Background: an optimization exercise with open tools, aiming at small area, a short achievable clock period and few clock cycles per item. Do not read the settings as production practice. Only simulation tests tie the RTL to the original design; equivalence was not proved. The flow treats the clock pin as an ideal source, which a real chip does not have.

## rgb_to_hsv_converter_top
module rgb_to_hsv_converter_top (
  input  logic        clk,
  input  logic        rst,
  input  logic        in_valid,
  output logic        in_stall,
  input  logic [7:0]  red,
  input  logic [7:0]  green,
  input  logic [7:0]  blue,
  output logic        out_valid,
  input  logic        out_stall,
  output logic [14:0] hue,
  output logic [14:0] saturation,
  output logic [14:0] brightness
);
  wire adv = ~out_valid | ~out_stall;
  logic       skid_v;
  logic [7:0] sk_r, sk_g, sk_b;
  assign in_stall = skid_v;
  always_ff @(posedge clk) begin
    if (rst) skid_v <= 1'b0;
    else if (skid_v) skid_v <= ~adv;
    else skid_v <= ~adv & in_valid;
    if (!skid_v) begin sk_r <= red; sk_g <= green; sk_b <= blue; end
  end
  logic       v0;
  logic [7:0] r0, g0, b0;
  always_ff @(posedge clk) begin
    if (rst) v0 <= 1'b0;
    else if (adv) v0 <= skid_v | in_valid;
    if (adv) begin
  ...
Size in the first run: roughly 75 I/O pins, ~28000 um2 of cells after synthesis.
==> flow/config.mk <==
export PLATFORM = sky130hd
export DESIGN_NAME = rgb_to_hsv_converter_top
export DESIGN_NICKNAME = rgb_to_hsv_converter_top
export VERILOG_FILES = /design/flow/design.v
export SDC_FILE = /design/flow/constraint.sdc
export NUM_CORES = 4
export LEC_CHECK = 0
export ABC_AREA = 1
export CAP_MARGIN = 20
export CORE_MARGIN = 2
export CORE_UTILIZATION = 75
export SLEW_MARGIN = 20
==> flow/constraint.sdc <==
create_clock -name core_clock -period 14.0 [get_ports {clk}]
set_input_delay 2.8000 -clock core_clock [delete_from_list [all_inputs] [get_ports {clk}]]
set_output_delay 2.8000 -clock core_clock [all_outputs]
set_load 0.01 [all_outputs]
standard.sh (not shown) runs the stock make flow with config.mk's settings and CLKGATE_MAP_FILE= SYNTH_SCRIPT=/design/flow/synth_recipe.tcl, a recipe that flattens the netlist after the stock synthesis.
==> flow/flow/run.sh <==
#!/bin/bash
set -euo pipefail
bash standard.sh SETUP_SLACK_MARGIN=10.0 \
  "BUFFER_PORTS_ARGS=-buffer_cell sky130_fd_sc_hd__buf_2" \
  "CTS_ARGS=-sink_clustering_enable -repair_clock_nets -dont_use_dummy_load -buf_list sky130_fd_sc_hd__clkbuf_16 -sink_clustering_size 24 -sink_clustering_max_diameter 100" \
  finish > make_finish.log 2>&1
The starting point passed the timing, DRC and antenna checks.
Testbench counts at the start, summed over its fixed seeds: cycles 12,060, items 12,000.
==> next run, changes <==
==> flow/flow/run.sh (replaced) <==
#!/bin/bash
set -euo pipefail
bash standard.sh SETUP_SLACK_MARGIN=10.0 \
  "BUFFER_PORTS_ARGS=-buffer_cell sky130_fd_sc_hd__buf_2" \
  "CTS_ARGS=-sink_clustering_enable -repair_clock_nets -dont_use_dummy_load -buf_list sky130_fd_sc_hd__clkbuf_16 -sink_clustering_size 22 -sink_clustering_max_diameter 150" \
  finish > make_finish.log 2>&1
- CORE_UTILIZATION: 75 -> 60
=> The changed run completed without violations; via count fell by a few percent; final cell count increases by a few percent; setup slack is worse by 110 ps; die area goes up by a quarter to a third; routed wire length went down by a few percent; count of clock-buffer cells in the layout rises by 1.
==> next run, changes <==
==> flow/flow/run.sh (replaced) <==
#!/bin/bash
set -euo pipefail
bash standard.sh SETUP_SLACK_MARGIN=10.15 \
  "BUFFER_PORTS_ARGS=-buffer_cell sky130_fd_sc_hd__buf_2" \
  "CTS_ARGS=-sink_clustering_enable -repair_clock_nets -dont_use_dummy_load -buf_list sky130_fd_sc_hd__clkbuf_16 -sink_clustering_size 24 -sink_clustering_max_diameter 100" \
  finish > make_finish.log 2>&1
Result: Register-to-register slack improved by 90 ps; wire length climbs by 2.8%; core utilization climbs by 0.82 points; global-route usage barely changes; final cell count climbs by about 0.6%; flip-flop and latch count stays the same; synthesized cell count is unchanged; via count climbs by 0.95%; die area does not change; count of clock-buffer cells in the layout drops by 1.
==> next run, changes <==
==> flow/flow/run.sh (replaced) <==
#!/bin/bash
set -euo pipefail
bash standard.sh SETUP_SLACK_MARGIN=10.0 \
  "BUFFER_PORTS_ARGS=-buffer_cell sky130_fd_sc_hd__buf_2" \
  "CTS_ARGS=-sink_clustering_enable -repair_clock_nets -dont_use_dummy_load -buf_list sky130_fd_sc_hd__clkbuf_16 -sink_clustering_size 24 -sink_clustering_max_diameter 100" \
  finish > make_finish.log 2>&1
- PLACE_DENSITY: unset -> 0.75
Final area is lower slightly; critical path depth stays the same; routed wire length is lower by a few percent; count of clock-buffer cells in the layout does not change; core utilization is lower by 0.95 points; final cell count is lower slightly; worst hold slack is better by 30 ps; area after synthesis does not change; worst setup slack is worse by 53 ps; global-route usage is lower by 0.81 points.
==> next run, changes <==
==> flow/flow/run.sh (replaced) <==
#!/bin/bash
set -euo pipefail
bash standard.sh SETUP_SLACK_MARGIN=10.0 \
  "BUFFER_PORTS_ARGS=-buffer_cell sky130_fd_sc_hd__buf_2" \
  "CTS_ARGS=-sink_clustering_enable -repair_clock_nets -dont_use_dummy_load -buf_list sky130_fd_sc_hd__clkbuf_16 -sink_clustering_size 32 -sink_clustering_max_diameter 120" \
  finish > make_finish.log 2>&1
- PLACE_DENSITY: 0.75 -> unset
Clock skew hardly moves; synthesized cell count is unchanged; wire length grows by 2.3%; synthesized area is unchanged.

[what the ideal ports hide]
In the flow no input, the clock included, has a driving cell. The finished layouts below were timed again as built, in two steps.
Step 1 sets driving cells, clkbuf_16 on the clock port and buf_2 on the other inputs (assumed; they add their load-dependent delay and slew).
Step 2, shift: input delay + t, output delay - t, t = (earliest + latest rising clock arrival at the registers) / 2. This alone moves slack from input paths to output paths.
Three values: ideal, step 1, step 2; two values: the first two.
run | t (ns) | slack for setup (ns) | worst setup path at the end | clock arrival spread, ns
the first run | 0.615 | 10.048 / 9.991 / 9.621 | input to register | 0.049 / 0.049
the second run | 0.627 | 9.938 / 9.976 / 9.349 | input to register | 0.056 / 0.057
the third run | 0.624 | 10.067 / 10.009 / 9.698 | input to register | 0.055 / 0.054
the fourth run | 0.605 | 10.014 / 9.961 / 9.529 | input to register | 0.052 / 0.053
the fifth run | 0.599 | 10.019 / 9.960 / 9.599 | input to register | 0.052 / 0.051
After both steps every run listed still meets setup and hold. The setup slack of the second run, which loses most, moves by +0.038 ns with the drivers and by -0.589 ns with both steps.
